What follows belongs to an exercise in optimizing a design on an open flow for small area; a production flow would make more cautious choices.
Only simulation tests tie the RTL to the original design; equivalence was not proved.
Power figures rest on the tool's default switching activity, not on a simulated workload.

**run.sh**
```bash
#!/bin/bash
# synth_recipe.tcl (not shown) runs the flow's synth.tcl, then flattens the netlist and writes it again
# the make line also repeats each setting of config.mk as NAME=value (left out here)
make -C /OpenROAD-flow-scripts/flow DESIGN_CONFIG=/design/flow/config.mk WORK_HOME=/design/flow/orfs CLKGATE_MAP_FILE= SYNTH_SCRIPT=/design/flow/synth_recipe.tcl finish
```
**config.mk**
```make
export PLATFORM = sky130hd
export DESIGN_NAME = axis_to_seg_top
export DESIGN_NICKNAME = axis_to_seg_top
export VERILOG_FILES = /design/flow/design.v
export SDC_FILE = /design/flow/constraint.sdc
export NUM_CORES = 4
export LEC_CHECK = 0
export CAP_MARGIN = 20
export CORE_MARGIN = 2
export CORE_UTILIZATION = 40
export SLEW_MARGIN = 20
```
**constraint.sdc**
```tcl
create_clock -name core_clock -period 6.0 [get_ports {aclk}]
set_input_delay 1.2000 -clock core_clock [delete_from_list [all_inputs] [get_ports {aclk}]]
set_output_delay 1.2000 -clock core_clock [all_outputs]
set_load 0.01 [all_outputs]
```
**design.v**
```verilog
package seg_pkg;
    localparam int SEG_DW      = 32;                    
    localparam int SEGS_PER_CH = 2;
    localparam int ING_DW      = SEGS_PER_CH * SEG_DW;  
    localparam int SEG_KW      = SEG_DW / 8;            
    localparam int MTY_W       = $clog2(SEG_KW);        
    localparam int XFER_ID_W   = 2;
    localparam int SEG_TID_W   = 3;
    localparam int ING_BEAT_W  = ING_DW + ING_DW/8 + 6 + 7;    
    localparam int SEG_BEAT_W  = SEG_DW + 4 + MTY_W;           
    localparam int CH_SEG_W    = SEGS_PER_CH * SEG_BEAT_W;
    localparam int ENT_W       = ING_DW + SEGS_PER_CH*(MTY_W+1) + 6 + SEG_TID_W + XFER_ID_W + 1;
    typedef logic [SEG_TID_W-1:0]    seg_tid_t;
    typedef logic [MTY_W-1:0]        seg_mty_t;
    function automatic seg_mty_t keep_to_mty(input logic [SEG_KW-1:0] keep);
        seg_mty_t mty;
        mty = '0;
        for (int i = 0; i < SEG_KW; i++) begin
            if (keep[i]) mty = MTY_W'(SEG_KW - 1 - i);  
        end
        keep_to_mty = mty;
    endfunction
endpackage
module seg_fifo #(
    parameter int WIDTH = 8,
    parameter int SLOTS = 31
) (
    input  logic             aclk,
    input  logic             local_rstn,
    input  logic             wr_en,        
    input  logic [WIDTH-1:0] wr_data,
    input  logic             rd_en,        
    input  logic             rd_valid,
    output logic [WIDTH-1:0] rd_data       
);
    localparam int PTR_W = $clog2(SLOTS);
    logic [WIDTH-1:0] mem [SLOTS];
    logic [PTR_W-1:0] wr_ptr;
    logic [PTR_W-1:0] rd_ptr;
    logic [SLOTS-1:0] rd_sel;
    always_ff @(posedge aclk) begin
        for (int i = 0; i < SLOTS; i++) begin
            if (wr_en && wr_ptr == PTR_W'(i)) mem[i] <= wr_data;
        end
    end
    always_ff @(posedge aclk) begin
        if (!local_rstn) begin
            wr_ptr <= '0;
            rd_ptr <= '0;
        end else begin
            if (wr_en) wr_ptr <= (wr_ptr == PTR_W'(SLOTS - 1)) ? '0 : wr_ptr + 1'b1;
            if (rd_en) rd_ptr <= (rd_ptr == PTR_W'(SLOTS - 1)) ? '0 : rd_ptr + 1'b1;
        end
    end
    always_comb begin
        for (int i = 0; i < SLOTS; i++) rd_sel[i] = rd_valid && rd_ptr == PTR_W'(i);
        rd_data = '0;
        for (int i = 0; i < SLOTS; i++) rd_data = rd_data | (mem[i] & {WIDTH{rd_sel[i]}});
    end
endmodule
module seg_channel #(
    parameter int ING_DEPTH = 16,
    parameter int EGR_DEPTH = 16,
    parameter int MIN_FILL  = 4
) (
    input  logic                aclk,
    input  logic                local_rstn,
    input  logic                ing_valid,
    output logic                ing_ready,
    input  logic [seg_pkg::ING_BEAT_W-1:0] ing_beat,
    input  logic                pop,
    output logic                ing_head_valid,
    output logic                ing_level_ok,
    output logic                egr_almost_full,
    output logic                seg_valid,
    input  logic                seg_ready,
    output logic [seg_pkg::CH_SEG_W-1:0] seg_out,    
    output logic [seg_pkg::XFER_ID_W-1:0] head_xfer_id,
    output logic                head_alt_ne,
    output seg_pkg::seg_tid_t   head_seg_tid
);
    localparam int ING_CNT_W = $clog2(ING_DEPTH + 1);
    localparam int EGR_CNT_W = $clog2(EGR_DEPTH);       
    localparam int EGR_AF    = EGR_DEPTH - 4;
    logic [ING_CNT_W-1:0] ing_cnt;
    logic [EGR_CNT_W-1:0] egr_cnt;
    logic                 conv_vld;
    logic                 do_wr;
    logic                 do_rd;
    logic [seg_pkg::ENT_W-1:0] wr_ent;
    logic [seg_pkg::ENT_W-1:0] head;
    logic [63:0] in_data;
    logic [7:0]  in_keep;
    logic [1:0]  in_xfer, in_sop, in_eop, in_alt, in_err;
    logic [2:0]  in_stid;
    assign {in_data, in_keep, in_xfer, in_sop, in_eop, in_alt, in_stid, in_err} = ing_beat;
    assign wr_ent = {in_data,
                     seg_pkg::keep_to_mty(in_keep[7:4]), seg_pkg::keep_to_mty(in_keep[3:0]),
                     in_keep[4], in_keep[0],
                     in_sop, in_eop, in_err, in_stid, in_xfer, (in_xfer != in_alt)};
    assign ing_ready      = (ing_cnt != ING_CNT_W'(ING_DEPTH));
    assign ing_head_valid = (ing_cnt != '0);
    assign seg_valid      = (egr_cnt != '0);
    assign do_wr          = ing_valid & ing_ready;
    assign do_rd          = seg_ready & seg_valid;
    seg_fifo #(
        .WIDTH (seg_pkg::ENT_W),
        .SLOTS (ING_DEPTH + EGR_DEPTH - 1)
    ) u_ring (
        .aclk       (aclk),
        .local_rstn (local_rstn),
        .wr_en      (do_wr),
        .wr_data    (wr_ent),
        .rd_en      (do_rd),
        .rd_valid   (seg_valid),
        .rd_data    (head)
    );
    always_ff @(posedge aclk) begin
        if (!local_rstn) begin
            ing_cnt         <= '0;
            egr_cnt         <= '0;
            conv_vld        <= 1'b0;
            ing_level_ok    <= 1'b0;
            egr_almost_full <= 1'b0;
        end else begin
            case ({do_wr, pop})
                2'b10:   ing_cnt <= ing_cnt + 1'b1;
                2'b01:   ing_cnt <= ing_cnt - 1'b1;
                default: ing_cnt <= ing_cnt;
            endcase
            case ({conv_vld, do_rd})
                2'b10:   egr_cnt <= egr_cnt + 1'b1;
                2'b01:   egr_cnt <= egr_cnt - 1'b1;
                default: egr_cnt <= egr_cnt;
            endcase
            conv_vld        <= pop;
            ing_level_ok    <= (ing_cnt >= ING_CNT_W'(MIN_FILL));
            egr_almost_full <= (egr_cnt >= EGR_CNT_W'(EGR_AF));
        end
    end
    logic [63:0] h_data;
    logic [1:0]  h_mty1, h_mty0, h_ena, h_sop, h_eop, h_err;
    assign {h_data, h_mty1, h_mty0, h_ena, h_sop, h_eop, h_err, head_seg_tid, head_xfer_id, head_alt_ne} = head;
    assign seg_out = {h_data[63:32], h_ena[1], h_sop[1], h_eop[1], h_err[1], h_mty1,
                      h_data[31:0],  h_ena[0], h_sop[0], h_eop[0], h_err[0], h_mty0};
endmodule
module drain_ctrl #(
    parameter int NUM_CH   = 2,
    parameter int MIN_FILL = 4
) (
    input  logic              aclk,
    input  logic              local_rstn,
    input  logic [NUM_CH-1:0] head_valid,
    input  logic [NUM_CH-1:0] level_ok,
    input  logic [NUM_CH-1:0] almost_full,
    output logic              pop
);
    logic start_ok;
    logic align_rdy;    
    logic drain_en;     
    logic egr_room;
    assign start_ok = (MIN_FILL == 0) ? (&head_valid) : (&level_ok);
    always_ff @(posedge aclk) begin
        if (!local_rstn || head_valid == '0) begin
            align_rdy <= 1'b0;
            drain_en  <= 1'b0;
        end else begin
            if (start_ok) align_rdy <= 1'b1;  
            drain_en <= align_rdy;
        end
    end
    always_ff @(posedge aclk) begin
        if (!local_rstn) begin
            egr_room <= 1'b0;
        end else begin
            egr_room <= ~(|almost_full);
        end
    end
    assign pop = drain_en & (&head_valid) & egr_room;
endmodule
module align_checker #(
    parameter int NUM_CH = 2
) (
    input  logic              aclk,
    input  logic              local_rstn,
    input  logic [NUM_CH*seg_pkg::XFER_ID_W-1:0] xfer_id,   
    input  logic [NUM_CH-1:0] alt_ne,                       
    input  logic [NUM_CH*seg_pkg::SEG_TID_W-1:0] seg_tid,   
    output logic              err_alignment
);
    logic [NUM_CH-2:0] id_ne;
    logic [NUM_CH-2:0] tid_ne;
    logic              alt_r;
    always_ff @(posedge aclk) begin
        if (!local_rstn) begin
            id_ne         <= '0;
            tid_ne        <= '0;
            alt_r         <= 1'b0;
            err_alignment <= 1'b0;
        end else begin
            for (int ch = 0; ch < NUM_CH - 1; ch++) begin
                id_ne[ch]  <= (xfer_id[ch*seg_pkg::XFER_ID_W +: seg_pkg::XFER_ID_W] !=
                               xfer_id[(ch+1)*seg_pkg::XFER_ID_W +: seg_pkg::XFER_ID_W]);
                tid_ne[ch] <= (seg_tid[ch*seg_pkg::SEG_TID_W +: seg_pkg::SEG_TID_W] !=
                               seg_tid[(ch+1)*seg_pkg::SEG_TID_W +: seg_pkg::SEG_TID_W]);
            end
            alt_r         <= |alt_ne;
            err_alignment <= (|id_ne) | (|tid_ne) | alt_r;
        end
    end
endmodule
module axis_to_seg_top #(
    parameter int NUM_CH    = 2,
    parameter int ING_DEPTH = 16,
    parameter int EGR_DEPTH = 16
) (
    input  logic               aclk,
    input  logic               local_rstn,
    input  logic [NUM_CH-1:0]  ing_valid,
    output logic [NUM_CH-1:0]  ing_ready,
    input  logic [NUM_CH*seg_pkg::ING_BEAT_W-1:0] ing_beat,   
    output logic [NUM_CH-1:0]  seg_valid,
    input  logic [NUM_CH-1:0]  seg_ready,
    output logic [NUM_CH*seg_pkg::CH_SEG_W-1:0]   seg_out,    
    output seg_pkg::seg_tid_t  seg_tid,
    output logic               err_alignment
);
    localparam int MIN_FILL = ING_DEPTH / 4;
    logic [NUM_CH-1:0] head_valid;
    logic [NUM_CH-1:0] level_ok;
    logic [NUM_CH-1:0] almost_full;
    logic              pop;           
    logic [NUM_CH*seg_pkg::XFER_ID_W-1:0] head_xfer_id;
    logic [NUM_CH-1:0]                   head_alt_ne;
    logic [NUM_CH*seg_pkg::SEG_TID_W-1:0] head_seg_tid;
    for (genvar ch = 0; ch < NUM_CH; ch++) begin : gen_ch
        seg_channel #(
            .ING_DEPTH (ING_DEPTH),
            .EGR_DEPTH (EGR_DEPTH),
            .MIN_FILL  (MIN_FILL)
        ) u_channel (
            .aclk            (aclk),
            .local_rstn      (local_rstn),
            .ing_valid       (ing_valid[ch]),
            .ing_ready       (ing_ready[ch]),
            .ing_beat        (ing_beat[ch*seg_pkg::ING_BEAT_W +: seg_pkg::ING_BEAT_W]),
            .pop             (pop),
            .ing_head_valid  (head_valid[ch]),
            .ing_level_ok    (level_ok[ch]),
            .egr_almost_full (almost_full[ch]),
            .seg_valid       (seg_valid[ch]),
            .seg_ready       (seg_ready[ch]),
            .seg_out         (seg_out[ch*seg_pkg::CH_SEG_W +: seg_pkg::CH_SEG_W]),
            .head_xfer_id    (head_xfer_id[ch*seg_pkg::XFER_ID_W +: seg_pkg::XFER_ID_W]),
            .head_alt_ne     (head_alt_ne[ch]),
            .head_seg_tid    (head_seg_tid[ch*seg_pkg::SEG_TID_W +: seg_pkg::SEG_TID_W])
        );
    end
    drain_ctrl #(
        .NUM_CH   (NUM_CH),
        .MIN_FILL (MIN_FILL)
    ) u_drain (
        .aclk        (aclk),
        .local_rstn  (local_rstn),
        .head_valid  (head_valid),
        .level_ok    (level_ok),
        .almost_full (almost_full),
        .pop         (pop)
    );
    align_checker #(
        .NUM_CH (NUM_CH)
    ) u_align (
        .aclk          (aclk),
        .local_rstn    (local_rstn),
        .xfer_id       (head_xfer_id),
        .alt_ne        (head_alt_ne),
        .seg_tid       (head_seg_tid),
        .err_alignment (err_alignment)
    );
    assign seg_tid = head_seg_tid[seg_pkg::SEG_TID_W-1:0];   
endmodule
```
==> reports/qor.json, run 1 <==
{
  "outcome": "finished with violations",
  "nFillCells": 37408,
  "placer_congestion_estimate": 0.822,
  "postSynthAreaPerCell_um2": 19.1,
  "grt_setup_unrepaired": "true",
  "dp_hpwl_um": 315000,
  "design.die.area_mm2": 0.463,
  "drt_drc_violations_left": 0,
  "port_buffers": 335,
  "syn-num-nets": 9779,
  "required_ns": 4.80,
  "synth_top_area_cell": "sky130_fd_sc_hd__edfxtp_1",
  "antenna_left": 0,
  "root_buffer": "sky130_fd_sc_hd__clkbuf_16",
  "max_slew.worst_pin.slew_ns": 1.17,
  "grt_antenna_before_repair": 64,
  "setup.worst_path.class": "register to output port",
  "synth-async-reset-ratio": 0,
  "finalNetCount": 10527,
  "final_hold_fails": 0,
  "path_cells": "ha_2 > buf_4 > and3_1 > ha_2 > and2_4 > buf_6 > buf_4 > clkbuf_16 > nand2_1 > and4_1 > nand4_1 > or3_1 > clkdlybuf4s50_1",
  "drive_gt1_frac": 0.125,
  "dp_worst_setup_slack_ns": 0.918,
  "timing.reg2reg.setup_slack_ns": 2.22,
  "timing.critical_path.buf_inv": 5,
  "timing_max_transition_violations_final": 0,
  "p_total_mw": 72.5,
  "worst_relative_slew_slack": 0.221,
  "grt_overflow": 0,
  "synth.lib_cells_used.distinct": 65,
  "cts-buffers-inserted": 526,
  "routed_wl_um": 617000,
  "grt_pass1_wl_um": 840000,
  "count_of_flip_flops_with_a_built_in_enable_after_synthesis": 5084,
  "synth-seq-cells": 5134,
  "viasPerCell": 6.45,
  "vertical_die_dimension_um": 681,
  "fp-row-count": 248,
  "initial_core_util": 0.401,
  "drt_pass1_iterations": 10,
  "slowest_cp_cell": "sky130_fd_sc_hd__clkdlybuf4s50_1",
  "sequential_to_total_area_share_from_yosys_stat": 0.839,
  "detailedRoute.firstIterationViolations": 18741,
  "fmax_ghz": 0.165,
  "cp_arrival_ns": 4.84,
  "grt_usage": 0.258,
  "timing.hold.worst.class": "register to register",
  "synth_area_mm2": 0.183,
  "timing.critical_path.to_type": "output port",
  "timing.final.crit_share": 1.01,
  "worst-path-max-fanout": 20,
  "area.growth.synth_to_final_pct": 17.4,
  "synthesis.yosys.warnings": 5,
  "yosys.area.top_type_share": 0.834,
  "most_common_cell_in_the_netlist": "sky130_fd_sc_hd__edfxtp_1",
  "commonest_cells_in_the_netlist": "sky130_fd_sc_hd__edfxtp_1, sky130_fd_sc_hd__a22oi_1, sky130_fd_sc_hd__a222oi_1, sky130_fd_sc_hd__nand2_1, sky130_fd_sc_hd__nand4_1",
  "first_global_vias": 104400,
  "grt_max_degree": 83,
  "dpl-instance-area_mm2": 0.198,
  "via_count": 108126,
  "worst_slack_ns": -0.0442,
  "cap_viol_max_count": 0,
  "level_count_of_the_clock_h_tree": 6,
  "report.final.setup_viol": 6,
  "final_util": 0.471,
  "timing.critical_path.max_delay_family": "buffers and inverters",
  "yosys_most_used_dff": "sky130_fd_sc_hd__edfxtp_1",
  "worst_clock_skew_ns": 0.0726,
  "irDropWorstVdd_mv": 0.309,
  "yosys-top-cells-area": "sky130_fd_sc_hd__edfxtp_1, sky130_fd_sc_hd__a22oi_1, sky130_fd_sc_hd__a222oi_1, sky130_fd_sc_hd__nand4_1, sky130_fd_sc_hd__nand2_1",
  "cts_hold_buffers": 0,
  "worst_setup_path_start_kind": "register",
  "die-width_um": 681,
  "fin_hold_ws_ns": 0.399,
  "ioPinCount": 336,
  "area_of_the_core_mm2": 0.456,
  "clock_path_buffers": 4,
  "power_density_mw_per_mm2": 338,
  "clock_sinks": 5134,
  "clock_latency_ns": 1.06,
  "postSynthCellCount": 9565,
  "critPathMaxStageDelay_ns": 0.55,
  "cts_tree": "built",
  "violations": "setup timing",
  "cellLeakagePower_nw": 67.0,
  "layout.cell_area.non_filler_mm2": 0.215,
  "finalCriticalPeriod_ns": 6.04,
  "avgRoutedWirePerCell_um": 36.8,
  "clk_pin_slew_worst_paths_ns": 0.06
}
-- cells by family after synthesis --
| logic type | Yosys count | share of synthesized area |
|---|---|---|
| flip-flops | 5134 | 0.839 |
| buffers and inverters | 599 | 0.0130 |
| adder cells (fa/ha/maj) | 38 | 0.00276 |
| AO/OA/AOI/OAI | 2223 | 0.0995 |
| AND/OR/NAND/NOR | 1529 | 0.0432 |
| multiplexers | 15 | 0.000888 |
| XOR/XNOR | 27 | 0.00129 |
-- registers in the layout, summed over array words and instances (netlist names) --
name                              flops
gen_ch.u_channel.conv_vld             1
gen_ch.u_channel.egr_almost_full      2
gen_ch.u_channel.egr_cnt              8
gen_ch.u_channel.ing_cnt             10
gen_ch.u_channel.ing_level_ok         2
gen_ch.u_channel.u_ring.mem        5084
gen_ch.u_channel.u_ring.rd_ptr       10
gen_ch.u_channel.u_ring.wr_ptr       10
u_align.alt_r                         1
u_align.err_alignment                 1
u_align.id_ne                         1
u_align.tid_ne                        1
u_drain.align_rdy                     1
u_drain.drain_en                      1
u_drain.egr_room                      1
-- cell type report --
cell class | instances | area (um^2) | share of cell area
Tap cell | 6000 | 7510 | 0.0349
Clock inverter | 257 | 2370 | 0.0110
Antenna cell | 33 | 82.6 | 0.000384
Multi-Input combinational cell | 3834 | 28000 | 0.130
Clock buffer | 680 | 14200 | 0.0659
Inverter | 42 | 158 | 0.000734
Sequential cell | 5134 | 154000 | 0.715
Timing Repair Buffer | 775 | 9010 | 0.0419
-- timing repair --
action | 4_1_cts | 5_1_grt
resized for setup | 25 | 24
buffers inserted | 7 | 6
endpoints found under the setup margin | 57 | 53
gates cloned | 4 | 2
pin swaps | 6 | 8
-- power by group --
part / switching, mW / total [mW] / internal [mW]
Clock: 13.6 / 31.8 / 18.2
Sequential: 0.0657 / 39.8 / 39.7
Combinational: 0.837 / 1.00 / 0.165
-- metrics by stage --
stage               cells  TNS, ns
floorplan            9565        0
global placement    15763        0
detailed placement  15764        0
CTS                 16712  -0.0135
global route        16728   -0.205
finish              16755   -0.156
-- layer usage --
metal	global-route usage	vias to the layer above	wire length (um)
met5	0	-	318
met4	0.0842	48	22500
met3	0.0532	1316	76400
met2	0.423	8039	294000
met1	0.345	56261	224000
li1	-	42462	-
-- cells in the final DEF, fill, tap and decap left out, types with 92 or more instances in the layout --
cell,count
sky130_fd_sc_hd__buf_12,183
sky130_fd_sc_hd__buf_4,237
sky130_fd_sc_hd__clkbuf_1,133
sky130_fd_sc_hd__nand2_1,461
sky130_fd_sc_hd__clkdlybuf4s50_1,304
sky130_fd_sc_hd__clkinv_1,110
sky130_fd_sc_hd__edfxtp_1,5084
sky130_fd_sc_hd__a22oi_1,1221
sky130_fd_sc_hd__a221oi_1,170
sky130_fd_sc_hd__a222oi_1,518
sky130_fd_sc_hd__nor2_1,92
sky130_fd_sc_hd__a22o_1,132
sky130_fd_sc_hd__clkbuf_16,546
sky130_fd_sc_hd__nand3_1,198
sky130_fd_sc_hd__nand4_1,383
-- final timing paths --
kind / end / cells past startpoint / start
max: seg_out[25] / 13 / gen_ch[0].u_channel.u_ring.rd_ptr[0]
max reg2reg: u_align.tid_ne / 9 / gen_ch[1].u_channel.u_ring.rd_ptr[2]
min reg2reg: u_drain.egr_room / 1 / gen_ch[0].u_channel.egr_almost_full
min: u_drain.egr_room / 1 / gen_ch[0].u_channel.egr_almost_full
==> inputs of run 2 (changes only) <==
--- a/design.v
+++ b/design.v
@@ -30,30 +30,33 @@
     input  logic             wr_en,        
     input  logic [WIDTH-1:0] wr_data,
     input  logic             rd_en,        
-    input  logic             rd_valid,
+    input  logic             rd_valid_nxt,  
     output logic [WIDTH-1:0] rd_data       
 );
     localparam int PTR_W = $clog2(SLOTS);
     logic [WIDTH-1:0] mem [SLOTS];
     logic [PTR_W-1:0] wr_ptr;
     logic [PTR_W-1:0] rd_ptr;
-    logic [SLOTS-1:0] rd_sel;
+    logic [PTR_W-1:0] rd_ptr_nxt;
+    logic [SLOTS-1:0] rd_sel;        
     always_ff @(posedge aclk) begin
         for (int i = 0; i < SLOTS; i++) begin
             if (wr_en && wr_ptr == PTR_W'(i)) mem[i] <= wr_data;
         end
     end
+    assign rd_ptr_nxt = !rd_en ? rd_ptr : (rd_ptr == PTR_W'(SLOTS - 1)) ? '0 : rd_ptr + 1'b1;
     always_ff @(posedge aclk) begin
         if (!local_rstn) begin
             wr_ptr <= '0;
             rd_ptr <= '0;
+            rd_sel <= '0;
         end else begin
             if (wr_en) wr_ptr <= (wr_ptr == PTR_W'(SLOTS - 1)) ? '0 : wr_ptr + 1'b1;
-            if (rd_en) rd_ptr <= (rd_ptr == PTR_W'(SLOTS - 1)) ? '0 : rd_ptr + 1'b1;
+            rd_ptr <= rd_ptr_nxt;
+            for (int i = 0; i < SLOTS; i++) rd_sel[i] <= rd_valid_nxt && rd_ptr_nxt == PTR_W'(i);
         end
     end
     always_comb begin
-        for (int i = 0; i < SLOTS; i++) rd_sel[i] = rd_valid && rd_ptr == PTR_W'(i);
         rd_data = '0;
         for (int i = 0; i < SLOTS; i++) rd_data = rd_data | (mem[i] & {WIDTH{rd_sel[i]}});
     end
@@ -87,6 +90,7 @@
     logic                 conv_vld;
     logic                 do_wr;
     logic                 do_rd;
+    logic [EGR_CNT_W-1:0] egr_cnt_nxt;
     logic [seg_pkg::ENT_W-1:0] wr_ent;
     logic [seg_pkg::ENT_W-1:0] head;
     logic [63:0] in_data;
@@ -103,6 +107,13 @@
     assign seg_valid      = (egr_cnt != '0);
     assign do_wr          = ing_valid & ing_ready;
     assign do_rd          = seg_ready & seg_valid;
+    always_comb begin
+        case ({conv_vld, do_rd})
+            2'b10:   egr_cnt_nxt = egr_cnt + 1'b1;
+            2'b01:   egr_cnt_nxt = egr_cnt - 1'b1;
+            default: egr_cnt_nxt = egr_cnt;
+        endcase
+    end
     seg_fifo #(
         .WIDTH (seg_pkg::ENT_W),
         .SLOTS (ING_DEPTH + EGR_DEPTH - 1)
@@ -112,7 +123,7 @@
         .wr_en      (do_wr),
         .wr_data    (wr_ent),
         .rd_en      (do_rd),
-        .rd_valid   (seg_valid),
+        .rd_valid_nxt (egr_cnt_nxt != '0),
         .rd_data    (head)
     );
     always_ff @(posedge aclk) begin
@@ -128,11 +139,7 @@
                 2'b01:   ing_cnt <= ing_cnt - 1'b1;
                 default: ing_cnt <= ing_cnt;
             endcase
-            case ({conv_vld, do_rd})
-                2'b10:   egr_cnt <= egr_cnt + 1'b1;
-                2'b01:   egr_cnt <= egr_cnt - 1'b1;
-                default: egr_cnt <= egr_cnt;
-            endcase
+            egr_cnt         <= egr_cnt_nxt;
             conv_vld        <= pop;
             ing_level_ok    <= (ing_cnt >= ING_CNT_W'(MIN_FILL));
             egr_almost_full <= (egr_cnt >= EGR_CNT_W'(EGR_AF));
--- a/config.mk
+++ b/config.mk
@@ -7,5 +7,8 @@
 export LEC_CHECK = 0
 export CAP_MARGIN = 20
 export CORE_MARGIN = 2
-export CORE_UTILIZATION = 40
+export CORE_UTILIZATION = 60
+export CTS_BUF_LIST = sky130_fd_sc_hd__clkbuf_8
+export CTS_CLUSTER_DIAMETER = 45
+export CTS_CLUSTER_SIZE = 16
 export SLEW_MARGIN = 20
==> run 2 against run 1 <==
Synthesized area is 0.73% higher. Now clean on timing, DRC and antenna. Clock skew rose by 0.0072 ns. Largest cell class unchanged. Sequential power is 1% higher.
==> reports/qor.json, run 2 <==
{
  "worst_setup_path_start_kind": "register",
  "layout.cell_area.non_filler_mm2": 0.208,
  "required_ns": 4.80,
  "final_hold_fails": 0,
  "cts_tree": "built",
  "critPathMaxStageDelay_ns": 0.63,
  "sequential_to_total_area_share_from_yosys_stat": 0.840,
  "fp-row-count": 203,
  "synth_top_area_cell": "sky130_fd_sc_hd__edfxtp_1",
  "grt_usage": 0.405,
  "cts.repair.resized": 0,
  "synth-async-reset-ratio": 0,
  "clock_sinks": 5196,
  "worst-path-max-fanout": 30,
  "root_buffer": "sky130_fd_sc_hd__clkbuf_8",
  "die-width_um": 558,
  "yosys_most_used_dff": "sky130_fd_sc_hd__edfxtp_1",
  "syn-num-nets": 9729,
  "finalNetCount": 10424,
  "area_of_the_core_mm2": 0.306,
  "worst_relative_slew_slack": 0.189,
  "commonest_non_fill_non_tap_cell_in_the_layout": "sky130_fd_sc_hd__edfxtp_1",
  "nFillCells": 20124,
  "cap_viol_max_count": 0,
  "timing.critical_path.to_type": "output port",
  "synth_compound_gate_area_share": 0.109,
  "top_register": "gen_ch.u_channel.u_ring.mem",
  "drt_drc_violations_left": 0,
  "fin_hold_ws_ns": 0.398,
  "area.growth.synth_to_final_pct": 12.9,
  "path_cells": "buf_4 > a22o_1 > a221oi_1 > nand3_1 > or4_1 > clkdlybuf4s50_1",
  "dpl-instance-area_mm2": 0.196,
  "most_common_cell_in_the_netlist": "sky130_fd_sc_hd__edfxtp_1",
  "seqPwrFrac": 0.589,
  "clkPwrFrac": 0.380,
  "synthXorXnorAreaFrac": 0.00157,
  "report.final.setup_viol": 0,
  "level_count_of_the_clock_h_tree": 6,
  "commonest_cells_in_the_netlist": "sky130_fd_sc_hd__edfxtp_1, sky130_fd_sc_hd__a22oi_1, sky130_fd_sc_hd__nand3_1, sky130_fd_sc_hd__clkbuf_1, sky130_fd_sc_hd__a22o_1",
  "timing.final.crit_share": 0.929,
  "port_buffers": 335,
  "cts_hold_buffers": 0,
  "net-switching-power_mw": 15.0,
  "yosys-top-cells-area": "sky130_fd_sc_hd__edfxtp_1, sky130_fd_sc_hd__a22oi_1, sky130_fd_sc_hd__a22o_1, sky130_fd_sc_hd__a221oi_1, sky130_fd_sc_hd__nand3_1",
  "fin_tns_setup_ns": 0,
  "detailedRoute.firstIterationViolations": 18672,
  "clk_pin_slew_worst_paths_ns": 0.08,
  "slowest_cp_cell": "sky130_fd_sc_hd__or4_1",
  "synth_adder_area_share": 0.00233,
  "dp_hpwl_um": 332000,
  "outcome": "complete, no violations",
  "multi_input_area_mm2": 0.0275,
  "antenna_left": 0,
  "grt_setup_unrepaired": "false",
  "finalCriticalPeriod_ns": 5.58,
  "max_slew.worst_pin.slew_ns": 1.21,
  "largest_registers": "gen_ch.u_channel.u_ring.mem x5084, gen_ch.u_channel.u_ring.rd_sel x62",
  "register_area_mm2": 0.155,
  "routed_wl_um": 637000,
  "timing.hold.worst.class": "register to register",
  "avgRoutedWirePerCell_um": 43.0,
  "cp_arrival_ns": 4.38,
  "synth_area_mm2": 0.184,
  "placer_congestion_estimate": 0.834,
  "initial_core_util": 0.603,
  "design.die.area_mm2": 0.312,
  "synthesis.yosys.warnings": 5,
  "via_count": 109946,
  "int_power_mw": 53.3,
  "fmax_ghz": 0.179,
  "grt_max_degree": 83,
  "synth_top_family_by_area": "compound AO/OA/AOI/OAI gates",
  "yosys.area_share.simple": 0.0335,
  "count_of_flip_flops_with_a_built_in_enable_after_synthesis": 5084,
  "timing_max_transition_violations_final": 0,
  "power.switching_fraction": 0.219,
  "mostFrequentLayoutCells": "sky130_fd_sc_hd__edfxtp_1, sky130_fd_sc_hd__a22oi_1, sky130_fd_sc_hd__clkbuf_8",
  "largest_reg_flops": 5084,
  "postSynthCellCount": 9521,
  "viasPerCell": 7.43,
  "first_global_vias": 105626,
  "drive_gt1_frac": 0.140,
  "setup.worst_path.class": "register to output port",
  "power_density_mw_per_mm2": 328,
  "p_comb_frac": 0.031,
  "irDropWorstVdd_mv": 0.231,
  "fraction_of_synthesized_area_in_multiplexers": 0,
  "vertical_die_dimension_um": 558,
  "grt_antenna_before_repair": 45,
  "cellLeakagePower_nw": 65.7,
  "worst_clock_skew_ns": 0.0798,
  "worst_slack_ns": 0.425,
  "ioPinCount": 336,
  "drt_pass1_iterations": 9,
  "postSynthAreaPerCell_um2": 19.4,
  "dp_worst_setup_slack_ns": 1.33,
  "grt_overflow": 0,
  "postCtsSetupBuffers": 0,
  "grt_pass1_wl_um": 862000,
  "synth-seq-cells": 5196,
  "clock_path_buffers": 4,
  "synth.lib_cells_used.distinct": 55,
  "clock_latency_ns": 1.23,
  "yosys.area.top_type_share": 0.828,
  "final_util": 0.681,
  "cts-buffers-inserted": 556
}
[run 2: metal layers]
| metal | vias up | share of wire | track usage |
|---|---|---|---|
| li1 | 42131 | - | - |
| met1 | 57268 | 0.35 | 0.536 |
| met2 | 8895 | 0.49 | 0.666 |
| met3 | 1628 | 0.12 | 0.0748 |
| met4 | 24 | 0.050 | 0.171 |
| met5 | - | 0.00022 | 0 |
[run 2: area by class of cell]
class	count	share of cell area
inverter	35	0.000631
tap	4100	0.0246
multi-input combinational	3698	0.132
clock inverter	436	0.0215
timing repair buffer	729	0.0369
antenna	29	0.000349
clock buffer	584	0.0386
sequential	5196	0.745
[run 2: worst paths after layout]
kind,startpoint,end,slack [ns],cells past startpoint
worst max-delay path,gen_ch[1].u_channel.u_ring.rd_sel[21],seg_out[133],0.42,6
worst min-delay path,gen_ch[0].u_channel.egr_almost_full,u_drain.egr_room,0.40,1
worst max register to register,gen_ch[1].u_channel.ing_cnt[2],gen_ch[0].u_channel.ing_cnt[4],2.20,13
worst min register to register,gen_ch[0].u_channel.egr_almost_full,u_drain.egr_room,0.40,1
[run 2: cell families (layout without fill, tap and decap cells)]
logic type	Yosys count	count (layout)
AOI/OAI and AO/OA	2524	2524
other	0	29
and+or+nand+nor	1109	1109
buffers and inverters	627	1784
xor gates and xnor gates	33	33
adders and majority gates	32	32
DFF	5196	5196
[run 2: critical path: cells and delay by family (launching register included)]
family                 cells  cell delay (ns)
and+or+nand+nor            2             0.82
AOI/OAI and AO/OA          2             0.74
DFF                        1             0.52
buffers and inverters      2             0.98
[run 2: stage by stage]
stage | instances | power (mW)
finish | 14807 | 68.2
global placement | 13755 | 43.1
global route | 14795 | 69.8
CTS | 14777 | 68.2
floorplan | 9521 | 41.8
detailed placement | 13757 | 43.1
[run 2: power groups by stage]
stage / registers (mW) / logic (mW) / clock network [mW]
floorplan: 41.0 / 0.803 / 0
finish: 40.2 / 2.10 / 25.9
global placement: 41.0 / 2.04 / 0
detailed placement: 41.1 / 2.07 / 0
global route: 40.2 / 2.21 / 27.3
CTS: 40.2 / 2.08 / 25.9
==> inputs of run 3 (changes only) <==
==> flow/run.sh (new file) <==
#!/bin/bash
# Standard ORFS layout (the standard.sh, standard synthesis unchanged) with two changes:
#  - ports are buffered with sky130_fd_sc_hd__buf_1 instead of the default pick, a delay cell;
#  - CTS uses clkbuf_8 with smaller sink clusters and no dummy loads.
set -euo pipefail
CTS="-sink_clustering_enable -repair_clock_nets -sink_clustering_size 16 -sink_clustering_max_diameter 45 -buf_list sky130_fd_sc_hd__clkbuf_8 -dont_use_dummy_load"
bash standard.sh "CTS_ARGS=$CTS" "BUFFER_PORTS_ARGS=-buffer_cell sky130_fd_sc_hd__buf_1" finish > standard_finish.log 2>&1
==> standard.sh (new file) <==
#!/bin/bash
# synth_recipe.tcl (not shown) runs the flow's synth.tcl, then flattens the netlist and writes it again
# the make line also repeats each setting of config.mk as NAME=value (left out here)
make -C /OpenROAD-flow-scripts/flow DESIGN_CONFIG=/design/flow/config.mk WORK_HOME=/design/flow/orfs CLKGATE_MAP_FILE= SYNTH_SCRIPT=/design/flow/synth_recipe.tcl "${@:-finish}"
--- a/config.mk
+++ b/config.mk
@@ -8,7 +8,4 @@
 export CAP_MARGIN = 20
 export CORE_MARGIN = 2
 export CORE_UTILIZATION = 60
-export CTS_BUF_LIST = sky130_fd_sc_hd__clkbuf_8
-export CTS_CLUSTER_DIAMETER = 45
-export CTS_CLUSTER_SIZE = 16
 export SLEW_MARGIN = 20
removed: run.sh
==> run 3 against run 2 <==
Largest cell class unchanged. First-iteration DRC count fell by 1.2%. Fmax rose by 7.0%. Combinational power fell by 8%. Register-to-register slack got worse by 0.05 ns. Synthesized cell count did not move. Non-clock buffer count fell by 25.
==> reports/qor.json, run 3 <==
{
  "initial_core_util": 0.603,
  "first_global_vias": 103810,
  "placedCellCount": 13731,
  "drt_drc_violations_left": 0,
  "hold_depth": 1,
  "syn-num-nets": 9729,
  "design.die.area_mm2": 0.312,
  "drt_pass1_iterations": 9,
  "dp_hpwl_um": 316000,
  "commonest_cells_in_the_netlist": "sky130_fd_sc_hd__edfxtp_1, sky130_fd_sc_hd__a22oi_1, sky130_fd_sc_hd__nand3_1, sky130_fd_sc_hd__clkbuf_1, sky130_fd_sc_hd__a22o_1",
  "cts_tree": "built",
  "clk_pin_slew_worst_paths_ns": 0.09,
  "synth.lib_cells_used.distinct": 55,
  "cts_hold_buffers": 0,
  "synthesis.yosys.warnings": 5,
  "cap_viol_max_count": 0,
  "commonest_non_fill_non_tap_cell_in_the_layout": "sky130_fd_sc_hd__edfxtp_1",
  "avgRoutedWirePerCell_um": 44.2,
  "timing.hold.worst.class": "register to register",
  "cellLeakagePower_nw": 62.6,
  "worst_hold_path.endpoint": "u_drain.egr_room",
  "count_of_flip_flops_with_a_built_in_enable_after_synthesis": 5084,
  "mostFrequentLayoutCells": "sky130_fd_sc_hd__edfxtp_1, sky130_fd_sc_hd__a22oi_1, sky130_fd_sc_hd__clkbuf_8",
  "cp_arrival_ns": 4.01,
  "finalNetCount": 10402,
  "synth_area_mm2": 0.184,
  "sequential_to_total_area_share_from_yosys_stat": 0.840,
  "grt_setup_unrepaired": "false",
  "clock_latency_ns": 1.27,
  "synth_top_area_cell": "sky130_fd_sc_hd__edfxtp_1",
  "report.final.setup_viol": 0,
  "required_ns": 4.80,
  "fin_tns_setup_ns": 0,
  "grt_most_used_layer": "met2",
  "worst_slack_ns": 0.789,
  "yosys.area.top_type_share": 0.828,
  "area_of_the_core_mm2": 0.306,
  "worst_relative_slew_slack": 0.154,
  "via_count": 108548,
  "timing.critical_path.to_type": "output port",
  "drive_gt1_frac": 0.116,
  "antenna_left": 0,
  "grt_antenna_before_repair": 49,
  "clock_sinks": 5196,
  "worst_setup_path_start_kind": "register",
  "top_register": "gen_ch.u_channel.u_ring.mem",
  "final_hold_fails": 0,
  "area.growth.synth_to_final_pct": 9.18,
  "fin_hold_ws_ns": 0.389,
  "port_buffers": 335,
  "postCtsSetupBuffers": 0,
  "grt_overflow": 0,
  "cts.repair.resized": 0,
  "nFillCells": 20661,
  "most_common_cell_in_the_netlist": "sky130_fd_sc_hd__edfxtp_1",
  "root_buffer": "sky130_fd_sc_hd__clkbuf_8",
  "grt_pass1_wl_um": 853000,
  "met1_usage": 0.546,
  "post_layout_nonfiller_instances": 14320,
  "p_total_mw": 61.8,
  "power_density_mw_per_mm2": 307,
  "timing.reg2reg.setup_slack_ns": 2.15,
  "timing.rr.start": "gen_ch[1].u_channel.ing_cnt[0]",
  "ioPinCount": 336,
  "clock_path_buffers": 4,
  "worst_clock_skew_ns": 0.0942,
  "grt_max_degree": 83,
  "rr_endpoint": "gen_ch[1].u_channel.u_ring.mem[1][27]",
  "level_count_of_the_clock_h_tree": 6,
  "postSynthCellCount": 9521,
  "routed_wl_um": 632000,
  "holdCritStartpoint": "gen_ch[1].u_channel.egr_almost_full",
  "largest_registers": "gen_ch.u_channel.u_ring.mem x5084, gen_ch.u_channel.u_ring.rd_sel x62",
  "setup.worst_path.class": "register to output port",
  "groute.layer.met3.usage": 0.0713,
  "outcome": "complete, no violations",
  "max_slew.worst_pin.slew_ns": 1.27,
  "irDropWorstVdd_mv": 0.232,
  "placer_congestion_estimate": 0.822,
  "synth-async-reset-ratio": 0,
  "die-width_um": 558,
  "gr-usage-met2": 0.657,
  "vertical_die_dimension_um": 558,
  "synth-seq-cells": 5196,
  "yosys_most_used_dff": "sky130_fd_sc_hd__edfxtp_1",
  "grt_usage": 0.403,
  "worst-r2r-cell-count": 7,
  "timing_max_transition_violations_final": 0,
  "largest_reg_flops": 5084,
  "dp_worst_setup_slack_ns": 1.58,
  "postSynthAreaPerCell_um2": 19.4,
  "detailedRoute.firstIterationViolations": 18455,
  "timing.final.crit_share": 0.869,
  "fp-row-count": 203,
  "yosys-top-cells-area": "sky130_fd_sc_hd__edfxtp_1, sky130_fd_sc_hd__a22oi_1, sky130_fd_sc_hd__a22o_1, sky130_fd_sc_hd__a221oi_1, sky130_fd_sc_hd__nand3_1",
  "cts-buffers-inserted": 559,
  "worst-path-max-fanout": 26,
  "viasPerCell": 7.58,
  "fmax_ghz": 0.192,
  "finalCriticalPeriod_ns": 5.21
}
run 3: cell counts after synthesis:
Identical to the previous run, type by type.
run 3: critical path, cell delays in order (launching register included):
cell and delay, ns:
sky130_fd_sc_hd__dfxtp_4 0.60, sky130_fd_sc_hd__buf_4 0.44, sky130_fd_sc_hd__a22o_1 0.27, sky130_fd_sc_hd__a221oi_1 0.25
sky130_fd_sc_hd__nand3_1 0.29, sky130_fd_sc_hd__or4_1 0.68, sky130_fd_sc_hd__buf_1 0.19
run 3: stage by stage:
step / utilization / instance area, um^2
3_5_place_dp: 0.633 / 193000
6_report: 0.658 / 201000
5_1_grt: 0.658 / 201000
3_3_place_gp: 0.632 / 193000
4_1_cts: 0.658 / 201000
2_1_floorplan: - / 184000
run 3: worst max path at each step:
stage | start | to | slack (ns)
final | gen_ch[1].u_channel.u_ring.rd_sel[13] | seg_out[108] | 0.79
after global routing | gen_ch[1].u_channel.u_ring.rd_sel[13] | seg_out[108] | 0.80
after CTS | gen_ch[0].u_channel.u_ring.rd_sel[20] | seg_out[44] | 0.83
after detailed placement | ing_valid[1] | gen_ch[1].u_channel.u_ring.mem[1][61] | 1.58
after global placement | ing_valid[1] | gen_ch[1].u_channel.u_ring.mem[1][62] | 1.67
after floorplan | ing_valid[0] | gen_ch[0].u_channel.u_ring.mem[20][0] | 0.23
run 3: layout make-up:
class / instances / area [um^2] / share of cell area
diodes: 28 / 70.1 / 0.000348
clock buffers: 559 / 7690 / 0.0382
inverters: 35 / 131 / 0.000652
multi-input cells: 3698 / 27500 / 0.136
flip-flops and latches: 5196 / 155000 / 0.771
well taps: 4100 / 5130 / 0.0255
repair buffers: 704 / 5710 / 0.0284
run 3: per-layer routing:
metal  part of all wire  up-vias  wire length (um)
met5            0.00026        -               166
li1                   -    41531                 -
met2               0.48     8776            306000
met3               0.12     1511             76400
met1               0.35    56702            222000
met4              0.044       28             27600
run 3: power breakdown:
group / internal (mW) / total (mW) / leakage [nW] / switching (mW)
Sequential: 40.1 / 40.2 / 46.8 / 0.139
Combinational: 0.397 / 1.94 / 11.8 / 1.54
Clock: 8.28 / 19.6 / 4.02 / 11.4
Total: 48.8 / 61.8 / 62.6 / 13.0
run 3: cell families after synthesis:
logic type / Yosys count / synth area share
buffers and inverters: 627 / 0.0131
AND/OR/NAND/NOR: 1109 / 0.0335
AO/OA/AOI/OAI: 2524 / 0.109
adder cells (fa/ha/maj): 32 / 0.00233
flip-flops: 5196 / 0.840
XOR/XNOR: 33 / 0.00157
==> inputs of run 4 (changes only) <==
--- a/config.mk
+++ b/config.mk
@@ -7,5 +7,5 @@
 export LEC_CHECK = 0
 export CAP_MARGIN = 20
 export CORE_MARGIN = 2
-export CORE_UTILIZATION = 60
+export CORE_UTILIZATION = 66
 export SLEW_MARGIN = 20
==> run 4 against run 3 <==
First-iteration DRC count up 12%. Utilization is 6.0 points higher. Cell area fell by 0.51%. Wire length is 3.2% lower. Die area decreased by 9.0%. Flip-flop and latch count unchanged. Sequential power about the same.
==> reports/qor.json, run 4 <==
{
  "outcome": "complete, no violations",
  "grt_overflow": 0,
  "timing.final.crit_share": 0.858,
  "synth.lib_cells_used.distinct": 55,
  "hold_depth": 1,
  "synth_top_area_cell": "sky130_fd_sc_hd__edfxtp_1",
  "count_of_flip_flops_with_a_built_in_enable_after_synthesis": 5084,
  "commonest_cells_in_the_netlist": "sky130_fd_sc_hd__edfxtp_1, sky130_fd_sc_hd__a22oi_1, sky130_fd_sc_hd__nand3_1, sky130_fd_sc_hd__clkbuf_1, sky130_fd_sc_hd__a22o_1",
  "worst_setup_path_start_kind": "register",
  "timing_max_transition_violations_final": 0,
  "level_count_of_the_clock_h_tree": 6,
  "yosys-top-cells-area": "sky130_fd_sc_hd__edfxtp_1, sky130_fd_sc_hd__a22oi_1, sky130_fd_sc_hd__a22o_1, sky130_fd_sc_hd__a221oi_1, sky130_fd_sc_hd__nand3_1",
  "net-switching-power_mw": 12.8,
  "seqPwrFrac": 0.657,
  "synth-async-reset-ratio": 0,
  "yosys.area.top_type_share": 0.828,
  "worst-r2r-cell-count": 11,
  "largest_reg_flops": 5084,
  "die-width_um": 533,
  "antenna_left": 0,
  "max_slew.worst_pin.slew_ns": 1.30,
  "timing.critical_path.max_delay_family": "flip-flops",
  "cts-buffers-inserted": 536,
  "cp_arrival_ns": 3.95,
  "timing.critical_path.buf_inv": 2,
  "timing.hold.worst.class": "primary input to register",
  "ioPinCount": 336,
  "finalCriticalPeriod_ns": 5.15,
  "port_buffers": 335,
  "clk_pin_slew_worst_paths_ns": 0.08,
  "postSynthCellCount": 9521,
  "clock_path_buffers": 4,
  "setup.worst_path.class": "register to output port",
  "cts.repair.resized": 0,
  "commonest_non_fill_non_tap_cell_in_the_layout": "sky130_fd_sc_hd__edfxtp_1",
  "finalNetCount": 10373,
  "yosys_most_used_dff": "sky130_fd_sc_hd__edfxtp_1",
  "clock_latency_ns": 1.20,
  "fp-row-count": 194,
  "worst-path-max-fanout": 35,
  "grt_pass1_wl_um": 835000,
  "area_of_the_core_mm2": 0.279,
  "syn-num-nets": 9729,
  "final_hold_fails": 0,
  "fin_tns_setup_ns": 0,
  "drive_gt1_frac": 0.112,
  "postSynthAreaPerCell_um2": 19.4,
  "worst_relative_slew_slack": 0.127,
  "fmax_ghz": 0.194,
  "report.final.setup_viol": 0,
  "synth_area_mm2": 0.184,
  "grt_max_degree": 83,
  "initial_core_util": 0.662,
  "worst-path-stages": 5,
  "vertical_die_dimension_um": 533,
  "timing.critical_path.to_type": "output port",
  "placer_congestion_estimate": 0.846,
  "cellLeakagePower_nw": 62.4,
  "design.die.area_mm2": 0.284,
  "drt_pass1_iterations": 9,
  "mostFrequentLayoutCells": "sky130_fd_sc_hd__edfxtp_1, sky130_fd_sc_hd__a22oi_1, sky130_fd_sc_hd__clkbuf_8",
  "top_register": "gen_ch.u_channel.u_ring.mem",
  "int_power_mw": 48.4,
  "worst_clock_skew_ns": 0.0621,
  "most_common_cell_in_the_netlist": "sky130_fd_sc_hd__edfxtp_1",
  "avgRoutedWirePerCell_um": 44.0,
  "clock_sinks": 5196,
  "power_density_mw_per_mm2": 306,
  "root_buffer": "sky130_fd_sc_hd__clkbuf_8",
  "irDropWorstVdd_mv": 0.290,
  "postCtsSetupBuffers": 0,
  "sequential_to_total_area_share_from_yosys_stat": 0.840,
  "drt_drc_violations_left": 0,
  "cap_viol_max_count": 0,
  "via_count": 109172,
  "grt_usage": 0.429,
  "first_global_vias": 104624,
  "required_ns": 4.80,
  "slowest_cp_cell": "sky130_fd_sc_hd__dfxtp_4",
  "cts_tree": "built",
  "routed_wl_um": 612000,
  "largest_registers": "gen_ch.u_channel.u_ring.mem x5084, gen_ch.u_channel.u_ring.rd_sel x62",
  "synth-seq-cells": 5196,
  "clkPwrFrac": 0.312,
  "grt_antenna_before_repair": 43,
  "power.switching_fraction": 0.209,
  "grt_setup_unrepaired": "false",
  "synthesis.yosys.warnings": 5,
  "path_cells": "buf_4 > a22oi_1 > nand4_1 > or4_1 > buf_1",
  "cts_hold_buffers": 0,
  "viasPerCell": 7.85,
  "area.growth.synth_to_final_pct": 8.62,
  "critPathMaxStageDelay_ns": 0.98,
  "final_util": 0.719,
  "detailedRoute.firstIterationViolations": 20744,
  "p_comb_frac": 0.031,
  "dp_hpwl_um": 305000
}
## run 4: cell counts after synthesis
Identical to the previous run, type by type.
## run 4: cell families after synthesis
family | after synthesis | synth area share
and+or+nand+nor | 1109 | 0.0335
buffers and inverters | 627 | 0.0131
xor gates and xnor gates | 33 | 0.00157
adders and majority gates | 32 | 0.00233
AOI/OAI and AO/OA | 2524 | 0.109
DFF | 5196 | 0.840
## run 4: final timing paths
check	startpoint	slack (ns)	endpoint
min	ing_beat[162]	0.40	gen_ch[1].u_channel.u_ring.mem[30][74]
max reg2reg	gen_ch[1].u_channel.egr_cnt[0]	2.00	gen_ch[1].u_channel.u_ring.rd_sel[27]
min reg2reg	gen_ch[0].u_channel.egr_almost_full	0.42	u_drain.egr_room
max	gen_ch[0].u_channel.u_ring.rd_sel[1]	0.85	seg_out[21]
## run 4: cell type report
cell class                 instances  area [um^2]
sequential                      5196       155000
inverter                          35          131
timing repair buffer             698         5470
multi-input combinational       3698        27500
tap                             3724         4660
clock buffer                     536         7380
antenna                           25         62.6
fill                           17067        78300
## run 4: power groups by stage
stage               registers (mW)  logic [mW]  clock network (mW)
detailed placement            41.0        1.86                   0
global route                  40.2        2.02                20.2
global placement              41.0        1.82                   0
finish                        40.2        1.93                19.1
floorplan                     41.0       0.803                   0
CTS                           40.2        1.87                19.0
## run 4: per-layer routing
layer  up-vias  track usage  part of all wire
met4        24        0.203             0.056
met1     55690        0.575              0.33
met2     10167        0.691              0.48
met5         -            0           0.00037
li1      41486            -                 -
met3      1805       0.0786              0.14
## run 4: per-stage QoR
| stage | setup WS [ns] | hold slack, ns | cells | instance area (um^2) | power (mW) |
|---|---|---|---|---|---|
| 2_1_floorplan | 0.225 | 0.367 | 9521 | 184000 | 41.8 |
| 3_3_place_gp | 1.32 | 0.389 | 13348 | 193000 | 42.8 |
| 3_5_place_dp | 1.60 | 0.381 | 13350 | 193000 | 42.9 |
| 4_1_cts | 0.978 | 0.383 | 13886 | 200000 | 61.1 |
| 5_1_grt | 0.950 | 0.405 | 13908 | 200000 | 62.5 |
| 6_report | 0.853 | 0.405 | 13912 | 200000 | 61.2 |
==> inputs of run 5 (changes only) <==
==> flow/run.sh (replaced) <==
#!/bin/bash
# Standard ORFS layout (the standard.sh, standard synthesis unchanged) with two changes:
#  - ports are buffered with sky130_fd_sc_hd__buf_1 instead of the default pick, a delay cell;
#  - CTS uses clkbuf_8 with smaller sink clusters and no dummy loads.
set -euo pipefail
CTS="-sink_clustering_enable -repair_clock_nets -sink_clustering_size 18 -sink_clustering_max_diameter 50 -buf_list sky130_fd_sc_hd__clkbuf_8 -dont_use_dummy_load"
bash standard.sh "CTS_ARGS=$CTS" "BUFFER_PORTS_ARGS=-buffer_cell sky130_fd_sc_hd__buf_1" finish > standard_finish.log 2>&1
--- a/config.mk
+++ b/config.mk
@@ -7,5 +7,5 @@
 export LEC_CHECK = 0
 export CAP_MARGIN = 20
 export CORE_MARGIN = 2
-export CORE_UTILIZATION = 66
+export CORE_UTILIZATION = 60
 export SLEW_MARGIN = 20
==> run 5 against run 4 <==
Total power is 1.7% lower. Still clean on timing, DRC and antenna. Die area increased by 9.9%. Utilization is 6.4 points lower. Largest cell class unchanged. Clock-buffer cell count shrank 59. Critical endpoint is now seg_out[108].
==> reports/qor.json, run 5 <==
{
  "vertical_die_dimension_um": 558,
  "grt_antenna_before_repair": 52,
  "die-width_um": 558,
  "placer_congestion_estimate": 0.822,
  "fin_tns_setup_ns": 0,
  "drt_pass1_iterations": 9,
  "grt_overflow": 0,
  "timing.critical_path.to_type": "output port",
  "yosys-top-cells-area": "sky130_fd_sc_hd__edfxtp_1, sky130_fd_sc_hd__a22oi_1, sky130_fd_sc_hd__a22o_1, sky130_fd_sc_hd__a221oi_1, sky130_fd_sc_hd__nand3_1",
  "largest_reg_flops": 5084,
  "cts-buffers-inserted": 477,
  "worst_setup_path_start_kind": "register",
  "finalCriticalPeriod_ns": 5.10,
  "synthesis.yosys.warnings": 5,
  "synth-async-reset-ratio": 0,
  "timing.rr.start": "gen_ch[1].u_channel.ing_cnt[0]",
  "synth.lib_cells_used.distinct": 55,
  "synth-seq-cells": 5196,
  "root_buffer": "sky130_fd_sc_hd__clkbuf_8",
  "fp-row-count": 203,
  "initial_core_util": 0.603,
  "clock_path_buffers": 4,
  "route.met3.wl_um": 77400,
  "mostFrequentLayoutCells": "sky130_fd_sc_hd__edfxtp_1, sky130_fd_sc_hd__a22oi_1, sky130_fd_sc_hd__nand3_1",
  "max_slew.worst_pin.slew_ns": 1.25,
  "clock_sinks": 5196,
  "grt_setup_unrepaired": "false",
  "dp_worst_setup_slack_ns": 1.58,
  "timing.hold.worst.class": "register to register",
  "level_count_of_the_clock_h_tree": 5,
  "finalNetCount": 10320,
  "top_register": "gen_ch.u_channel.u_ring.mem",
  "rr_endpoint": "gen_ch[1].u_channel.u_ring.mem[1][73]",
  "sequential_to_total_area_share_from_yosys_stat": 0.840,
  "count_of_flip_flops_with_a_built_in_enable_after_synthesis": 5084,
  "grt_max_degree": 83,
  "ioPinCount": 336,
  "irDropWorstVdd_mv": 0.224,
  "timing.critical_path.max_delay_family": "simple AND/OR/NAND/NOR gates",
  "drive_gt1_frac": 0.109,
  "nFillCells": 20758,
  "routed_wl_um": 631000,
  "worst_slack_ns": 0.895,
  "report.final.setup_viol": 0,
  "outcome": "complete, no violations",
  "detailedRoute.firstIterationViolations": 18882,
  "critPathMaxStageDelay_ns": 0.66,
  "routedLengthMet1_um": 221000,
  "postSynthCellCount": 9521,
  "dp_hpwl_um": 316000,
  "routed-wl-met2_um": 305000,
  "port_buffers": 335,
  "cap_viol_max_count": 0,
  "timing.critical_path.buf_inv": 2,
  "fmax_ghz": 0.196,
  "area_of_the_core_mm2": 0.306,
  "commonest_cells_in_the_netlist": "sky130_fd_sc_hd__edfxtp_1, sky130_fd_sc_hd__a22oi_1, sky130_fd_sc_hd__nand3_1, sky130_fd_sc_hd__clkbuf_1, sky130_fd_sc_hd__a22o_1",
  "final_hold_fails": 0,
  "drt_drc_violations_left": 0,
  "postSynthAreaPerCell_um2": 19.4,
  "clock_latency_ns": 1.19,
  "grt_usage": 0.402,
  "first_global_vias": 103318,
  "cts_hold_buffers": 0,
  "cp_arrival_ns": 3.90,
  "timing.reg2reg.setup_slack_ns": 2.08,
  "worst-r2r-cell-count": 7,
  "maxUsedRoutingLayer": "met5",
  "worst_clock_skew_ns": 0.0860,
  "path_cells": "buf_4 > a22o_1 > a221oi_1 > nand3_1 > or4_1 > buf_1",
  "yosys_most_used_dff": "sky130_fd_sc_hd__edfxtp_1",
  "worst_relative_slew_slack": 0.167,
  "setup.worst_path.class": "register to output port",
  "synth_area_mm2": 0.184,
  "commonest_non_fill_non_tap_cell_in_the_layout": "sky130_fd_sc_hd__edfxtp_1",
  "clk_pin_slew_worst_paths_ns": 0.09,
  "cellLeakagePower_nw": 62.1,
  "avgRoutedWirePerCell_um": 44.4,
  "yosys.area.top_type_share": 0.828,
  "timing_max_transition_violations_final": 0,
  "dpl-instance-area_mm2": 0.193,
  "design.die.area_mm2": 0.312,
  "holdCritStartpoint": "gen_ch[1].u_channel.egr_almost_full",
  "worst_hold_path.endpoint": "u_drain.egr_room",
  "postCtsSetupBuffers": 0,
  "grt_pass1_wl_um": 852000,
  "viasPerCell": 7.62,
  "antenna_left": 0,
  "cts.repair.resized": 0,
  "cts_tree": "built",
  "required_ns": 4.80,
  "timing.final.crit_share": 0.851,
  "most_common_cell_in_the_netlist": "sky130_fd_sc_hd__edfxtp_1",
  "hold_depth": 1,
  "slowest_cp_cell": "sky130_fd_sc_hd__or4_1",
  "power_density_mw_per_mm2": 301,
  "area.growth.synth_to_final_pct": 8.56,
  "syn-num-nets": 9729,
  "synth_top_area_cell": "sky130_fd_sc_hd__edfxtp_1",
  "worst-path-max-fanout": 26,
  "layout.cell_area.non_filler_mm2": 0.200,
  "via_count": 108496,
  "largest_registers": "gen_ch.u_channel.u_ring.mem x5084, gen_ch.u_channel.u_ring.rd_sel x62"
}
[run 5: cell families after synthesis]
logic type | share of synthesized area
DFF | 0.840
and+or+nand+nor | 0.0335
buffers and inverters | 0.0131
adders and majority gates | 0.00233
xor gates and xnor gates | 0.00157
AOI/OAI and AO/OA | 0.109
[run 5: worst max path at each step]
stage                                           from                                     to  slack [ns]  cells after the start
2_1_floorplan                           ing_valid[0]  gen_ch[0].u_channel.u_ring.mem[20][0]        0.23                      4
3_5_place_dp                            ing_valid[1]  gen_ch[1].u_channel.u_ring.mem[1][61]        1.58                      6
3_3_place_gp                            ing_valid[1]  gen_ch[1].u_channel.u_ring.mem[1][62]        1.67                      6
4_1_cts        gen_ch[1].u_channel.u_ring.rd_sel[13]                           seg_out[108]        0.87                      6
6_report       gen_ch[1].u_channel.u_ring.rd_sel[13]                           seg_out[108]        0.90                      6
5_1_grt        gen_ch[1].u_channel.u_ring.rd_sel[13]                           seg_out[108]        0.83                      6
[run 5: report_power, final]
group,switching [mW],total [mW],internal [mW]
combinational,1.55,1.94,0.397
sequential,0.139,40.2,40.1
clock,11.0,18.1,7.03
[run 5: layout make-up]
cell class	instances	area (um^2)	area share
tap	4100	5130	0.0256
inverter	35	131	0.000656
clock buffer	477	6570	0.0328
multi-input combinational	3698	27500	0.137
antenna	21	52.6	0.000262
timing repair buffer	704	5710	0.0285
sequential	5196	155000	0.775
[run 5: per-layer routing]
metal / vias to the layer above / track usage
met5: - / 0
met2: 8872 / 0.658
met3: 1437 / 0.0700
met1: 56787 / 0.547
li1: 41364 / -
met4: 36 / 0.150
[run 5: metrics by stage]
step	hold WS, ns	instances	total power, mW	utilization
after CTS	0.393	14208	60.2	0.654
after global placement	0.377	13727	42.9	0.632
after floorplan	0.367	9521	41.8	-
after global routing	0.405	14230	61.6	0.655
final	0.392	14231	60.2	0.655
after detailed placement	0.387	13731	42.9	0.633
[run 5: worst register-to-register path, delay by kind of cell, from the launching register on]
kind / cells / cell delay [ns]
DFF: 1 / 0.42
and+or+nand+nor: 5 / 2.30
buffers and inverters: 2 / 0.79
==> inputs of run 6 (changes only) <==
==> flow/run.sh (replaced) <==
#!/bin/bash
# Standard ORFS layout (the standard.sh, standard synthesis unchanged) with two changes:
#  - ports are buffered with sky130_fd_sc_hd__buf_1 instead of the default pick, a delay cell;
#  - CTS uses clkbuf_8 with sink clusters of at most 18 sinks and 50 um and no dummy loads.
set -euo pipefail
CTS="-sink_clustering_enable -repair_clock_nets -sink_clustering_size 18 -sink_clustering_max_diameter 50 -buf_list sky130_fd_sc_hd__clkbuf_8 -dont_use_dummy_load"
bash standard.sh "CTS_ARGS=$CTS" "BUFFER_PORTS_ARGS=-buffer_cell sky130_fd_sc_hd__buf_1" finish > standard_finish.log 2>&1
--- a/config.mk
+++ b/config.mk
@@ -7,5 +7,5 @@
 export LEC_CHECK = 0
 export CAP_MARGIN = 20
 export CORE_MARGIN = 2
-export CORE_UTILIZATION = 60
+export CORE_UTILIZATION = 66
 export SLEW_MARGIN = 20
==> run 6 against run 5 <==
Still clean on timing, DRC and antenna. Wire length decreased by 3.2%. Worst hold slack improved by 0.011 ns. Worst setup slack got worse by 0.012 ns. Clock-buffer cell count decreased by 39. Utilization increased by 5.9 points. Die area decreased by 9.0%. Sequential power about the same. Flip-flop and latch count unchanged. Register-to-register slack got worse by 0.04 ns. Clock skew decreased by 0.017 ns. Synthesized cell count unchanged. Critical endpoint is now seg_out[55].
==> reports/qor.json, run 6 <==
{
  "outcome": "complete, no violations",
  "p_comb_frac": 0.032,
  "placer_congestion_estimate": 0.846,
  "commonest_non_fill_non_tap_cell_in_the_layout": "sky130_fd_sc_hd__edfxtp_1",
  "cts_hold_buffers": 0,
  "fmax_ghz": 0.195,
  "cts.repair.resized": 0,
  "routedLengthMet1_um": 199000,
  "worst_relative_slew_slack": 0.143,
  "area_of_the_core_mm2": 0.279,
  "fin_hold_ws_ns": 0.403,
  "route.met3.wl_um": 85000,
  "synth_adder_area_share": 0.00233,
  "die-width_um": 533,
  "syn-num-nets": 9729,
  "clock_path_buffers": 4,
  "initial_core_util": 0.662,
  "avgRoutedWirePerCell_um": 44.3,
  "grt_max_degree": 83,
  "power.switching_fraction": 0.210,
  "clkPwrFrac": 0.291,
  "yosys-top-cells-area": "sky130_fd_sc_hd__edfxtp_1, sky130_fd_sc_hd__a22oi_1, sky130_fd_sc_hd__a22o_1, sky130_fd_sc_hd__a221oi_1, sky130_fd_sc_hd__nand3_1",
  "grt_pass1_wl_um": 833000,
  "worst_clock_skew_ns": 0.0690,
  "top_register": "gen_ch.u_channel.u_ring.mem",
  "yosys.area_share.simple": 0.0335,
  "yosys_most_used_dff": "sky130_fd_sc_hd__edfxtp_1",
  "largest_registers": "gen_ch.u_channel.u_ring.mem x5084, gen_ch.u_channel.u_ring.rd_sel x62",
  "routed_wl_um": 611000,
  "fp-row-count": 194,
  "ioPinCount": 336,
  "routed-wl-met2_um": 294000,
  "required_ns": 4.80,
  "vertical_die_dimension_um": 533,
  "synth_top_family_by_area": "compound AO/OA/AOI/OAI gates",
  "timing.critical_path.to_type": "output port",
  "dp_hpwl_um": 305000,
  "via_count": 108759,
  "cap_viol_max_count": 0,
  "finalCriticalPeriod_ns": 5.12,
  "port_buffers": 335,
  "viasPerCell": 7.87,
  "synthXorXnorAreaFrac": 0.00157,
  "final_hold_fails": 0,
  "report.final.setup_viol": 0,
  "level_count_of_the_clock_h_tree": 5,
  "dp_worst_setup_slack_ns": 1.60,
  "synth_area_mm2": 0.184,
  "cts_tree": "built",
  "grt_overflow": 0,
  "drt_pass1_iterations": 9,
  "timing.hold.worst.class": "register to register",
  "cellLeakagePower_nw": 61.7,
  "clock_sinks": 5196,
  "area.growth.synth_to_final_pct": 7.89,
  "net-switching-power_mw": 12.4,
  "yosys.area.top_type_share": 0.828,
  "timing.final.crit_share": 0.853,
  "worst-path-max-fanout": 35,
  "grt_antenna_before_repair": 44,
  "design.die.area_mm2": 0.284,
  "worst_slack_ns": 0.883,
  "postSynthCellCount": 9521,
  "drive_gt1_frac": 0.104,
  "timing_max_transition_violations_final": 0,
  "fraction_of_synthesized_area_in_multiplexers": 0,
  "worst_setup_path_start_kind": "register",
  "largest_reg_flops": 5084,
  "cts-buffers-inserted": 438,
  "int_power_mw": 46.9,
  "setup.worst_path.class": "register to output port",
  "postCtsSetupBuffers": 0,
  "clock_latency_ns": 1.17,
  "synth_compound_gate_area_share": 0.109,
  "drt_drc_violations_left": 0,
  "synth_top_area_cell": "sky130_fd_sc_hd__edfxtp_1",
  "antenna_left": 0,
  "cp_arrival_ns": 3.92,
  "synth-seq-cells": 5196,
  "grt_setup_unrepaired": "false",
  "grt_usage": 0.427,
  "mostFrequentLayoutCells": "sky130_fd_sc_hd__edfxtp_1, sky130_fd_sc_hd__a22oi_1, sky130_fd_sc_hd__nand3_1",
  "seqPwrFrac": 0.677,
  "postSynthAreaPerCell_um2": 19.4,
  "synth-async-reset-ratio": 0,
  "fin_tns_setup_ns": 0,
  "finalNetCount": 10275,
  "max_slew.worst_pin.slew_ns": 1.28,
  "irDropWorstVdd_mv": 0.288,
  "clk_pin_slew_worst_paths_ns": 0.11,
  "first_global_vias": 103792,
  "detailedRoute.firstIterationViolations": 21402,
  "synth.lib_cells_used.distinct": 55,
  "commonest_cells_in_the_netlist": "sky130_fd_sc_hd__edfxtp_1, sky130_fd_sc_hd__a22oi_1, sky130_fd_sc_hd__nand3_1, sky130_fd_sc_hd__clkbuf_1, sky130_fd_sc_hd__a22o_1",
  "sequential_to_total_area_share_from_yosys_stat": 0.840,
  "most_common_cell_in_the_netlist": "sky130_fd_sc_hd__edfxtp_1",
  "synthesis.yosys.warnings": 5,
  "maxUsedRoutingLayer": "met5",
  "power_density_mw_per_mm2": 298,
  "count_of_flip_flops_with_a_built_in_enable_after_synthesis": 5084,
  "root_buffer": "sky130_fd_sc_hd__clkbuf_8"
}
==> run 6: cell types whose count changed in the layout (fill, tap and decap cells not counted), sizes merged <==
cell,change
diode,+4
clkbuf,-46
buf,+1
==> run 6: through the flow <==
step,power [mW],cell area [um^2],utilization,cells
3_3_place_gp,42.8,193000,0.692,13348
2_1_floorplan,41.8,184000,-,9521
5_1_grt,60.6,199000,0.714,13811
3_5_place_dp,42.9,193000,0.692,13350
6_report,59.4,199000,0.714,13814
4_1_cts,59.2,199000,0.713,13788
==> run 6: cell type report <==
type	instances	area, um^2
sequential	5196	155000
fill	17219	79700
multi-input combinational	3698	27500
clock buffer	438	6030
antenna	25	62.6
inverter	35	131
timing repair buffer	698	5470
tap	3724	4660
==> run 6: worst paths after layout <==
check	cells past startpoint	start	slack, ns	to
worst min register to register	1	gen_ch[0].u_channel.egr_almost_full	0.40	u_drain.egr_room
worst max register to register	11	gen_ch[1].u_channel.egr_cnt[0]	2.04	gen_ch[1].u_channel.u_ring.rd_sel[13]
worst max-delay path	5	gen_ch[0].u_channel.u_ring.rd_sel[1]	0.88	seg_out[55]
worst min-delay path	1	gen_ch[0].u_channel.egr_almost_full	0.40	u_drain.egr_room
==> run 6: routing by layer <==
metal	track usage	up-vias
li1	-	41286
met1	0.574	55664
met2	0.694	10061
met3	0.0786	1724
met4	0.192	24
met5	0	-
==> run 6: worst max-delay path, stage by stage (launching register included) <==
cell                      delay, ns
sky130_fd_sc_hd__dfxtp_4       1.00
sky130_fd_sc_hd__buf_4         0.76
sky130_fd_sc_hd__a22oi_1       0.20
sky130_fd_sc_hd__nand3_1       0.13
sky130_fd_sc_hd__or4_1         0.39
sky130_fd_sc_hd__buf_1         0.21
==> run 6: logic make-up (layout without fill, tap and decap cells) <==
kind of cell | count (synthesis) | in the layout
buffers and inverters | 627 | 1171
flip-flops | 5196 | 5196
adder cells (fa/ha/maj) | 32 | 32
other | 0 | 25
XOR/XNOR | 33 | 33
AND/OR/NAND/NOR | 1109 | 1109
AO/OA/AOI/OAI | 2524 | 2524
==> run 6: power groups by stage <==
stage / clock [mW] / sequential, mW / combinational, mW
finish: 17.3 / 40.2 / 1.93
global route: 18.4 / 40.2 / 2.02
CTS: 17.2 / 40.2 / 1.87
detailed placement: 0 / 41.0 / 1.86
global placement: 0 / 41.0 / 1.82
floorplan: 0 / 41.0 / 0.803

[separate check: timing with driven ports]
No port has a modelled driver above. Below, the same layouts with a new extraction and two added sets of constraints.
Step 1 sets driving cells, clkbuf_16 on the clock port and buf_2 on the other inputs (assumed; they add their load-dependent delay and slew).
Step 2 adds t to the input delays and takes it off the output delays; t is the mean of the earliest and latest rising clock arrival at the registers after step 1. Input paths then give back, and output paths get back, about the clock's delay inside the block.
Slacks: ideal ports / drivers / drivers and shift; pairs: ideal ports / drivers.
run | t, ns | slack for setup (ns) | worst slew at a driven data input, ns
run 1 | 1.144 | -0.044 / -0.159 / 0.986 | 0.30
run 2 | 1.296 | 0.425 / 0.320 / 1.187 | 0.25
run 3 | 1.307 | 0.789 / 0.702 / 1.493 | 0.22
run 4 | 1.280 | 0.853 / 0.753 / 1.490 | 0.23
run 5 | 1.250 | 0.895 / 0.783 / 1.483 | 0.23
run 6 | 1.225 | 0.883 / 0.782 / 1.497 | 0.24
